This design comes from an exercise in tuning for small area and a short achievable clock period on the open sky130 flow, not from production work. Function was checked by simulation only, so behaviour that the tests miss may differ from the original. Power is estimated from default activity; no workload was simulated.

==> flow/design.v <==
package rv32i_types;
    typedef logic [31:0] rv32i_word;
    typedef enum logic [6:0] {
        op_br  = 7'b1100011,
        op_jal = 7'b1101111
    } rv32i_opcode;
    typedef enum logic [2:0] {
        beq  = 3'b000,
        bne  = 3'b001,
        blt  = 3'b100,
        bge  = 3'b101,
        bltu = 3'b110,
        bgeu = 3'b111
    } branch_funct3_t;
    typedef logic [1:0] counter_t;
    localparam counter_t counter_init = 2'b01;  
    typedef union packed {
        struct packed {
            logic           imm12;
            logic [5:0]     imm10_5;
            logic [4:0]     rs2;
            logic [4:0]     rs1;
            branch_funct3_t funct3;
            logic [3:0]     imm4_1;
            logic           imm11;
            rv32i_opcode    opcode;
        } b_view;
        struct packed {
            logic        imm20;
            logic [9:0]  imm10_1;
            logic        imm11;
            logic [7:0]  imm19_12;
            logic [4:0]  rd;
            rv32i_opcode opcode;
        } j_view;
    } instr_u;
endpackage
module gbht #(
    parameter s_row_idx   = 5,
    parameter s_pc_offset = 2,
    parameter s_hist      = 4
) (
    input  logic                  clk,
    input  logic                  rst,
    input  logic                  stall_id,
    input  logic                  stall_ex,
    input  logic                  update,
    input  logic                  br_en,
    input  rv32i_types::rv32i_word addr,
    output logic                  br_take,
    output logic                  mispred
);
    localparam s_pht  = 2**s_hist;
    localparam s_pipe = s_hist + 3;
    rv32i_types::counter_t pht [s_pht];
    rv32i_types::counter_t ctr_if;
    rv32i_types::counter_t ctr_ex;
    rv32i_types::counter_t ctr_nxt;
    logic [s_hist-1:0]     ghr;
    logic [s_hist-1:0]     ghr_fwd;
    logic [s_row_idx-1:0]  row_if;
    logic [s_hist-1:0]     idx_if;
    logic [s_hist-1:0]     idx_ex;
    logic                  pred_ex;
    logic [s_pipe-1:0]     pipe_if;
    logic [s_pipe-1:0]     pipe_id;
    logic [s_pipe-1:0]     pipe_ex;
    always_comb begin
        if (br_en) begin
            ctr_nxt = (ctr_ex == 2'b11) ? ctr_ex : ctr_ex + 2'b01;
        end else begin
            ctr_nxt = (ctr_ex == 2'b00) ? ctr_ex : ctr_ex - 2'b01;
        end
    end
    assign ghr_fwd = update ? {ghr[s_hist-2:0], br_en} : ghr;
    assign row_if  = addr[s_row_idx+s_pc_offset-1:s_pc_offset];
    assign idx_if  = ghr_fwd ^ row_if[s_hist-1:0];
    assign ctr_if  = (update && idx_if == idx_ex) ? ctr_nxt : pht[idx_if];
    assign br_take = ctr_if[1];
    assign pipe_if = {idx_if, ctr_if, br_take};
    assign {idx_ex, ctr_ex, pred_ex} = pipe_ex;
    assign mispred = pred_ex ^ br_en;  
    always_ff @(posedge clk) begin
        if (rst) begin
            ghr <= '0;
            for (int i = 0; i < s_pht; i++) begin
                pht[i] <= rv32i_types::counter_init;
            end
        end else if (update) begin
            ghr         <= {ghr[s_hist-2:0], br_en};
            pht[idx_ex] <= ctr_nxt;
        end
    end
    always_ff @(posedge clk) begin
        if (rst) begin
            pipe_id <= '0;
            pipe_ex <= '0;
        end else begin
            if (!stall_id) pipe_id <= pipe_if;
            if (!stall_ex) pipe_ex <= pipe_id;
        end
    end
endmodule
module lbht #(
    parameter s_row_idx   = 5,
    parameter s_pc_offset = 2,
    parameter s_hist      = 4
) (
    input  logic                  clk,
    input  logic                  rst,
    input  logic                  stall_id,
    input  logic                  stall_ex,
    input  logic                  update,
    input  logic                  br_en,
    input  rv32i_types::rv32i_word addr,
    output logic                  br_take,
    output logic                  mispred
);
    localparam s_row  = 2**s_row_idx;
    localparam s_pht  = 2**s_hist;
    localparam s_pipe = s_row_idx + s_hist + 3;
    logic [s_hist-1:0]     lht [s_row];
    rv32i_types::counter_t pht [s_pht];
    rv32i_types::counter_t ctr_if;
    rv32i_types::counter_t ctr_ex;
    rv32i_types::counter_t ctr_nxt;
    logic [s_row_idx-1:0]  row_if;
    logic [s_row_idx-1:0]  row_ex;
    logic [s_hist-1:0]     hist_if;
    logic [s_hist-1:0]     hist_ex;
    logic [s_hist-1:0]     hist_nxt;
    logic                  pred_ex;
    logic [s_pipe-1:0]     pipe_if;
    logic [s_pipe-1:0]     pipe_id;
    logic [s_pipe-1:0]     pipe_ex;
    always_comb begin
        if (br_en) begin
            ctr_nxt = (ctr_ex == 2'b11) ? ctr_ex : ctr_ex + 2'b01;
        end else begin
            ctr_nxt = (ctr_ex == 2'b00) ? ctr_ex : ctr_ex - 2'b01;
        end
    end
    assign hist_nxt = {hist_ex[s_hist-2:0], br_en};
    assign row_if  = addr[s_row_idx+s_pc_offset-1:s_pc_offset];
    assign hist_if = (update && row_if == row_ex) ? hist_nxt : lht[row_if];
    assign ctr_if  = (update && hist_if == hist_ex) ? ctr_nxt : pht[hist_if];
    assign br_take = ctr_if[1];
    assign pipe_if = {row_if, hist_if, ctr_if, br_take};
    assign {row_ex, hist_ex, ctr_ex, pred_ex} = pipe_ex;
    assign mispred = pred_ex ^ br_en;
    always_ff @(posedge clk) begin
        if (rst) begin
            for (int i = 0; i < s_row; i++) begin
                lht[i] <= '0;
            end
            for (int j = 0; j < s_pht; j++) begin
                pht[j] <= rv32i_types::counter_init;
            end
        end else if (update) begin
            lht[row_ex]  <= hist_nxt;
            pht[hist_ex] <= ctr_nxt;
        end
    end
    always_ff @(posedge clk) begin
        if (rst) begin
            pipe_id <= '0;
            pipe_ex <= '0;
        end else begin
            if (!stall_id) pipe_id <= pipe_if;
            if (!stall_ex) pipe_ex <= pipe_id;
        end
    end
endmodule
module tournament_p #(
    parameter s_row_idx   = 5,
    parameter s_pc_offset = 2,
    parameter s_hist      = 4
) (
    input  logic                  clk,
    input  logic                  rst,
    input  logic                  stall_id,
    input  logic                  stall_ex,
    input  logic                  update,
    input  logic                  br_en,
    input  logic                  is_jal,
    input  rv32i_types::rv32i_word addr,
    output logic                  br_take,
    output logic                  mispred,
    output logic                  redirect
);
    localparam s_row  = 2**s_row_idx;
    localparam s_pipe = s_row_idx + 3;
    localparam logic [1:0] sl = 2'b00;
    localparam logic [1:0] wl = 2'b01;
    localparam logic [1:0] wg = 2'b10;
    localparam logic [1:0] sg = 2'b11;
    logic [1:0]           state_table [s_row];
    logic [s_row_idx-1:0] row_if;
    logic [s_row_idx-1:0] row_ex;
    logic [1:0]           state_if;
    logic [1:0]           state_ex;
    logic [1:0]           state_in;
    logic                 take_ex;
    logic                 g_br_take;
    logic                 l_br_take;
    logic                 g_mispred;
    logic                 l_mispred;
    logic [s_pipe-1:0]    pipe_if;
    logic [s_pipe-1:0]    pipe_id;
    logic [s_pipe-1:0]    pipe_ex;
    gbht #(.s_row_idx(s_row_idx), .s_pc_offset(s_pc_offset), .s_hist(s_hist)) u_gbht (
        .clk, .rst, .stall_id, .stall_ex, .update, .br_en, .addr,
        .br_take (g_br_take),
        .mispred (g_mispred)
    );
    lbht #(.s_row_idx(s_row_idx), .s_pc_offset(s_pc_offset), .s_hist(s_hist)) u_lbht (
        .clk, .rst, .stall_id, .stall_ex, .update, .br_en, .addr,
        .br_take (l_br_take),
        .mispred (l_mispred)
    );
    assign row_if   = addr[s_row_idx+s_pc_offset-1:s_pc_offset];
    assign state_if = (update && row_if == row_ex) ? state_in : state_table[row_if];
    assign br_take  = state_if[1] ? g_br_take : l_br_take;
    assign pipe_if = {row_if, state_if, br_take};
    assign {row_ex, state_ex, take_ex} = pipe_ex;
    assign mispred  = update & (take_ex ^ br_en);
    assign redirect = mispred | is_jal;  
    always_comb begin
        state_in = state_ex;
        if (update && (l_mispred ^ g_mispred)) begin
            case (state_ex)
                sl: state_in = l_mispred ? wl : sl;
                wl: state_in = l_mispred ? wg : sl;
                wg: state_in = g_mispred ? wl : sg;
                sg: state_in = g_mispred ? wg : sg;
            endcase
        end
    end
    always_ff @(posedge clk) begin
        if (rst) begin
            for (int i = 0; i < s_row; i++) begin
                state_table[i] <= wl;
            end
        end else if (update) begin
            state_table[row_ex] <= state_in;
        end
    end
    always_ff @(posedge clk) begin
        if (rst) begin
            pipe_id <= '0;
            pipe_ex <= '0;
        end else begin
            if (!stall_id) pipe_id <= pipe_if;
            if (!stall_ex) pipe_ex <= pipe_id;
        end
    end
endmodule
module branch_decode (
    input  logic                       clk,
    input  logic                       rst,
    input  logic                       stall_ex,
    input  rv32i_types::instr_u         instr_id,
    output logic                       is_branch,
    output logic                       is_jal,
    output rv32i_types::branch_funct3_t funct3,
    output rv32i_types::rv32i_word      imm
);
    logic                   dec_branch;
    logic                   dec_jal;
    rv32i_types::rv32i_word imm_b;
    rv32i_types::rv32i_word imm_j;
    rv32i_types::rv32i_word imm_id;
    assign dec_branch = (instr_id.b_view.opcode == rv32i_types::op_br);
    assign dec_jal    = (instr_id.j_view.opcode == rv32i_types::op_jal);
    assign imm_b = {{19{instr_id.b_view.imm12}},
                    instr_id.b_view.imm12,
                    instr_id.b_view.imm11,
                    instr_id.b_view.imm10_5,
                    instr_id.b_view.imm4_1,
                    1'b0};
    assign imm_j = {{11{instr_id.j_view.imm20}},
                    instr_id.j_view.imm20,
                    instr_id.j_view.imm19_12,
                    instr_id.j_view.imm11,
                    instr_id.j_view.imm10_1,
                    1'b0};
    assign imm_id = dec_jal ? imm_j : imm_b;
    always_ff @(posedge clk) begin
        if (rst) begin
            is_branch <= 1'b0;
            is_jal    <= 1'b0;
            funct3    <= rv32i_types::beq;
            imm       <= '0;
        end else if (!stall_ex) begin
            is_branch <= dec_branch;
            is_jal    <= dec_jal;
            funct3    <= instr_id.b_view.funct3;  
            imm       <= imm_id;
        end
    end
endmodule
module branch_resolve (
    input  logic                       clk,
    input  logic                       rst,
    input  logic                       stall_ex,
    input  rv32i_types::rv32i_word      pc_id,
    input  rv32i_types::rv32i_word      rs1_val,
    input  rv32i_types::rv32i_word      rs2_val,
    input  rv32i_types::rv32i_word      imm,
    input  logic                       is_branch,
    input  logic                       is_jal,
    input  rv32i_types::branch_funct3_t funct3,
    output logic                       br_en,
    output logic                       update,
    output rv32i_types::rv32i_word      target
);
    rv32i_types::rv32i_word pc_ex;
    logic                   eq;
    logic                   lt;
    logic                   ltu;
    logic                   cond;
    always_ff @(posedge clk) begin
        if (rst) begin
            pc_ex <= '0;
        end else if (!stall_ex) begin
            pc_ex <= pc_id;
        end
    end
    assign eq  = (rs1_val == rs2_val);
    assign lt  = ($signed(rs1_val) < $signed(rs2_val));
    assign ltu = (rs1_val < rs2_val);
    always_comb begin
        case (funct3)
            rv32i_types::beq:  cond = eq;
            rv32i_types::bne:  cond = !eq;
            rv32i_types::blt:  cond = lt;
            rv32i_types::bge:  cond = !lt;
            rv32i_types::bltu: cond = ltu;
            rv32i_types::bgeu: cond = !ltu;
            default:           cond = 1'b0;  
        endcase
    end
    always_comb begin
        if (is_jal) begin
            br_en = 1'b1;
        end else if (is_branch) begin
            br_en = cond;
        end else begin
            br_en = 1'b0;
        end
    end
    assign target = pc_ex + imm;
    assign update = is_branch & ~stall_ex;
endmodule
module branch_unit #(
    parameter s_row_idx   = 5,
    parameter s_pc_offset = 2,
    parameter s_hist      = 4
) (
    input  logic                  clk,
    input  logic                  rst,
    input  logic                  stall_id,
    input  logic                  stall_ex,
    input  rv32i_types::rv32i_word fetch_addr,
    input  rv32i_types::rv32i_word pc_id,
    input  rv32i_types::instr_u    instr_id,
    input  rv32i_types::rv32i_word rs1_val,
    input  rv32i_types::rv32i_word rs2_val,
    output logic                  br_take,
    output logic                  br_en,
    output logic                  mispred,
    output logic                  redirect,
    output rv32i_types::rv32i_word target
);
    logic                        is_branch;
    logic                        is_jal;
    logic                        update;
    rv32i_types::branch_funct3_t funct3;
    rv32i_types::rv32i_word      imm;
    branch_decode u_decode (
        .clk       (clk),
        .rst       (rst),
        .stall_ex  (stall_ex),
        .instr_id  (instr_id),
        .is_branch (is_branch),
        .is_jal    (is_jal),
        .funct3    (funct3),
        .imm       (imm)
    );
    branch_resolve u_resolve (
        .clk       (clk),
        .rst       (rst),
        .stall_ex  (stall_ex),
        .pc_id     (pc_id),
        .rs1_val   (rs1_val),
        .rs2_val   (rs2_val),
        .imm       (imm),
        .is_branch (is_branch),
        .is_jal    (is_jal),
        .funct3    (funct3),
        .br_en     (br_en),
        .update    (update),
        .target    (target)
    );
    tournament_p #(
        .s_row_idx   (s_row_idx),
        .s_pc_offset (s_pc_offset),
        .s_hist      (s_hist)
    ) u_predictor (
        .clk       (clk),
        .rst       (rst),
        .stall_id  (stall_id),
        .stall_ex  (stall_ex),
        .update    (update),
        .br_en     (br_en),
        .is_jal    (is_jal),
        .addr      (fetch_addr),
        .br_take   (br_take),
        .mispred   (mispred),
        .redirect  (redirect)
    );
endmodule
==> flow/run.sh <==
#!/bin/bash
# synth_recipe.tcl (not shown) runs the flow's synth.tcl, then flattens the netlist and writes it again
# the make line also repeats each setting of config.mk as NAME=value (left out here)
make -C /OpenROAD-flow-scripts/flow DESIGN_CONFIG=/design/flow/config.mk WORK_HOME=/design/flow/orfs CLKGATE_MAP_FILE= SYNTH_SCRIPT=/design/flow/synth_recipe.tcl finish
==> flow/config.mk <==
export PLATFORM = sky130hd
export DESIGN_NAME = branch_unit
export DESIGN_NICKNAME = branch_unit
export VERILOG_FILES = /design/flow/design.v
export SDC_FILE = /design/flow/constraint.sdc
export NUM_CORES = 4
export LEC_CHECK = 0
export CAP_MARGIN = 20
export CORE_MARGIN = 2
export CORE_UTILIZATION = 40
export SETUP_SLACK_MARGIN = 2.0
export SLEW_MARGIN = 20
==> flow/constraint.sdc <==
create_clock -name core_clock -period 6.5 [get_ports {clk}]
set_input_delay 1.3000 -clock core_clock [delete_from_list [all_inputs] [get_ports {clk}]]
set_output_delay 1.3000 -clock core_clock [all_outputs]
set_load 0.01 [all_outputs]
==> run notes <==
-- sequential cells by signal (all words and copies together), names as in the netlist --
name                        flops
u_predictor.u_gbht.pipe_id      6
u_predictor.u_gbht.ghr          4
u_predictor.u_gbht.pipe_ex      6
u_predictor.u_lbht.pht         32
u_predictor.pipe_id             4
u_predictor.u_lbht.lht        128
u_predictor.pipe_ex             4
u_decode.is_jal                 1
u_decode.imm                   20
u_predictor.u_lbht.pipe_id     10
u_predictor.state_table        64
u_decode.funct3                 3
u_decode.is_branch              1
u_predictor.u_lbht.pipe_ex     10
u_predictor.u_gbht.pht         32
u_resolve.pc_ex                32
-- routing by layer --
metal | track usage, % | up-vias
li1 | - | 6586
met1 | 26.5 | 6842
met2 | 33.2 | 390
met3 | 4.01 | 89
met4 | 6.08 | 0
met5 | 0 | -
-- path summary, 6_finish.rpt --
check                                                    from                                    endpoint  slack [ns]  depth (start not counted)
setup / recovery                                   rs1_val[7]                                     br_take        0.41                         15
hold / removal     u_predictor.u_gbht.pipe_id[5]$_SDFFE_PP0N_  u_predictor.u_gbht.pipe_id[5]$_SDFFE_PP0N_        0.46                          2
setup reg to reg  u_predictor.u_lbht.pipe_ex[10]$_SDFFE_PP0N_         u_predictor.pipe_id[0]$_SDFFE_PP0N_        2.94                         11
hold reg to reg    u_predictor.u_gbht.pipe_id[5]$_SDFFE_PP0N_  u_predictor.u_gbht.pipe_id[5]$_SDFFE_PP0N_        0.46                          2
-- placed cells by master, fill, tap and decap left out, types with 18 or more instances in the layout --
| cell | Yosys | layout |
|---|---|---|
| a21oi_1 | 66 | 58 |
| and3_1 | 103 | 101 |
| buf_4 | 1 | 92 |
| buf_6 | 3 | 28 |
| clkbuf_16 | 0 | 44 |
| clkbuf_2 | 0 | 19 |
| clkdlybuf4s15_1 | 0 | 18 |
| clkdlybuf4s50_1 | 0 | 88 |
| dfxtp_1 | 101 | 96 |
| edfxtp_1 | 256 | 256 |
| ha_1 | 62 | 30 |
| ha_4 | 0 | 30 |
| inv_1 | 53 | 27 |
| inv_2 | 1 | 22 |
| mux2i_1 | 118 | 118 |
| mux4_2 | 66 | 66 |
| nand2_1 | 126 | 123 |
| nand2b_1 | 64 | 64 |
| nand3_1 | 45 | 36 |
| nor2_1 | 266 | 261 |
| nor3_1 | 31 | 26 |
| or2_2 | 22 | 21 |
| xnor2_1 | 25 | 22 |
| xor2_1 | 18 | 18 |
-- repair_timing --
action / 4_1_cts / 5_1_grt
gates resized for setup: 262 / 104
endpoints found under the setup margin: 85 / 55
endpoints found under the hold margin: 0 / 0
gates cloned: 0 / 4
buffers inserted: 34 / 13
pin swaps: 46 / 51
-- cell families after synthesis --
family / synth area share (%)
buffers and inverters: 3.84
xor gates and xnor gates: 1.99
AOI/OAI and AO/OA: 5.78
DFF: 51.4
and+or+nand+nor: 18.1
adders and majority gates: 4.37
muxes: 14.5
-- power by group through the flow --
stage | clock (uW) | combinational [uW] | sequential [uW]
2_1_floorplan | 0 | 414 | 2580
3_3_place_gp | 0 | 683 | 2590
3_5_place_dp | 0 | 693 | 2600
4_1_cts | 2320 | 718 | 2550
5_1_grt | 2420 | 797 | 2560
6_report | 2280 | 736 | 2550
-- layout make-up --
type / count / area share [%]
timing repair buffer: 292 / 11.2
clock buffer: 57 / 4.70
sequential: 357 / 40.5
inverter: 54 / 0.908
clock inverter: 19 / 0.757
tap: 607 / 3.17
multi-input combinational: 1174 / 38.8
-- per-stage QoR --
step	hold slack (ns)	power [uW]	cells	utilization [%]
final	0.463	5560	2560	51.5
after global routing	0.489	5780	2560	51.5
after global placement	0.449	3280	2433	46.4
after floorplan	0.440	2990	1714	-
after CTS	0.467	5590	2543	50.7
after detailed placement	0.458	3290	2433	46.4
-- synthesized netlist by cell type, types with 17 or more instances --
master,count,share of area [%]
o21ai_0,25,0.66
and3_1,103,3.4
edfxtp_1,256,41
a21oi_1,66,1.7
nand2b_1,64,2.1
inv_1,53,1.1
nor2_1,266,5.3
nor3_1,31,0.82
nand2_1,126,2.5
ha_1,62,4.1
dfxtp_1,101,11
nand3_1,45,1.2
buf_1,17,0.34
clkbuf_1,98,1.9
mux2i_1,118,6.3
xnor2_1,25,1.2
or2_2,22,0.73
mux4_2,66,7.9
xor2_1,18,0.83
-- tightest hold or removal path, stage by stage, from the launching register on --
cell,delay (ns)
dfxtp_1,0.31
nand2_1,0.06
a21oi_1,0.05
==> metrics.md <==
| Metric | Value |
|---|---|
| Total number of vias | `~14k` |
| Total negative slack | `0 ns` |
| Initial drt markers | `1,125` |
| Critical path class | `primary input to output pin` |
| Routed wire per std cell | `19.7 um` |
| Synth Flop Type | `edfxtp_1` |
| Asr flop ratio synth | `0%` |
| Period utilisation layout | `approximately 94%` |
| Number of I/O port buffers | `172` |
| Area of the core | `46,600 um2` |
| Slew Limit Fails | `0` |
| Ant diodes | `0` |
| Leakage | `roughly 0.0094 uW` |
| Pre-CTS WS | `-0.358 ns` |
| Met2 WL | `24.0 mm` |
| Global Route Usage Sum | `between 20% and 30%` |
| CTS tree | `yes` |
| Critical Path Source Type | `primary input` |
| First-pass GRT wire length | `~78 mm` |
| Number of remaining DRC errors | `0` |
| Sequential area share after synthesis | `between 50% and 60%` |
| Post-detailed-routing wire length | `about 50 mm` |
| Clock network latency to the later pin of the worst-skew pair | `~0.57 ns` |
| Final Hold Viols | `0` |
| DRT met1 WL | `around 22 mm` |
| Congestion Overflow GR | `0` |
| Clock Skew | `0.0223 ns` |
| WL met3 | `~3.0 mm` |
| Post-route cell area | `between 20,000 and 25,000 um2` |
| Highest metal used | `met4` |
| Tightest Hold Check Type | `register to register` |
| Status | `finished clean` |
| Dpl cell area | `approximately 22,000 um2` |
| Final WS setup | `roughly 0.41 ns` |
| Yosys reg bits | `between 300 and 400` |
| RSZ-0062 raised after global routing | `yes` |
| Slew @ Worst Pin | `between 1 and 1.5 ns` |
| Seq pwr share | `45.9%` |
| Distinct cells, synth | `73` |
| Cell Int Power | `between 4000 and 5000 uW` |
| Post-synthesis instance total | `1,714` |
| Hold-fix buffers at CTS | `0` |
| Syn-to-layout area delta | `27.0%` |
| Worst path bufs/invs | `3` |
| CTS Buffer Depth | `3` |
| Req. time, crit path | `roughly 5.2 ns` |
| Drt pass-1 iters | `9` |
| Fin nets | `about 2.1k` |
| Relative max-transition margin | `~30%` |
| Rows | `79` |
| Largest net degree at the start of global routing | `72` |
| Initial antenna violation count | `0` |
| Mapped Nets | `between 1.5k and 2k` |
| Routability congestion estimate from global placement | `0.845` |
| Share of cells above drive strength 1 | `between 20% and 30%` |
| Clock power share | `around two fifths` |
| Fillers | `approximately 4.1k` |
| Sw Pwr | `about 1400 uW` |
| Peak supply drop | `roughly 0.00017 V` |
| CP cell instances | `dlygate4sd2_1 -> ha_4 -> nand2_4 -> nor4_4 -> buf_4 -> nand4_1 -> or3b_4 -> nand2_4 -> a221o_1 -> a311oi_4 -> mux4_2 -> a211oi_4 -> a21oi_2 -> a22oi_2 -> buf_4` |
| Cell Pwr Density | `232 nW/um2` |
| CP arrival | `4.79 ns` |
| Setup crit end kind | `output pin` |
| Crit path max-delay family | `compound AO/OA/AOI/OAI gates` |
| Seq. cell area | `9720 um2` |
| Root buf cell | `clkbuf_16` |
| Die Wd | `221 um` |
| Die area | `approximately 49,000 um2` |
| Part of the power in combinational logic | `13.2%` |
| Number of global-route vias before repair | `~14k` |
| Sw Ratio | `~24%` |
| DP HPWL | `between 30 and 40 mm` |
| TritonCTS buffer count | `41` |
| Finish-stage setup viols | `0` |
| I/O pin count | `200` |
| Die H | `about 220 um` |
| Syn. warnings | `5` |
| Post-synth EDFFs | `between 200 and 300` |
| Initial Util | `around 41%` |
| Slowest CP cell | `mux4_2` |
| Htree depth | `2` |
| Period minus WS final | `~6.1 ns` |
| Clock Pin Slew Worst Setup and Hold Paths | `~0.06 ns` |
| Multi-input gate area | `9300 um2` |
| Mapped Area | `around 19,000 um2` |
| Peak Freq | `164 MHz` |
| Num Clock Sinks | `roughly 360` |
| # Max-Cap Violations | `0` |
| Vias per cell | `5.43` |
| Remaining antenna violation count | `0` |
| Syn_area_per_cell | `between 10 and 15 um2` |
| CP Max Fanout | `3` |
| Crit path largest cell delay | `a little under 0.6 ns` |

-- afterwards: timing with drivers on the ports --
The results above use ideal ports. As a check the final layout listed here was re-extracted and re-timed, cells and wires unchanged.
Step 1: set_driving_cell puts a clkbuf_16 on clk and a buf_2 on each other input, an assumption about the parent block.
Step 2 adds t to the input delays and takes it off the output delays; t is the mean of the earliest and latest rising clock arrival at the registers after step 1. Input paths then give back, and output paths get back, about the clock's delay inside the block.
Three values: ideal ports, drivers, drivers and shift; two values: the first two.
shift t [ns]: 0.618
setup WS [ns]: 0.414 / 0.373 / 0.373
slew at the worst register clock pin (ns): 0.06 / 0.06
worst slew at a driven data input, ns: 0.08
After both steps this run still meets setup and hold. For this run, drivers alone change the setup slack by -0.041 ns; drivers and shift together by -0.041 ns.
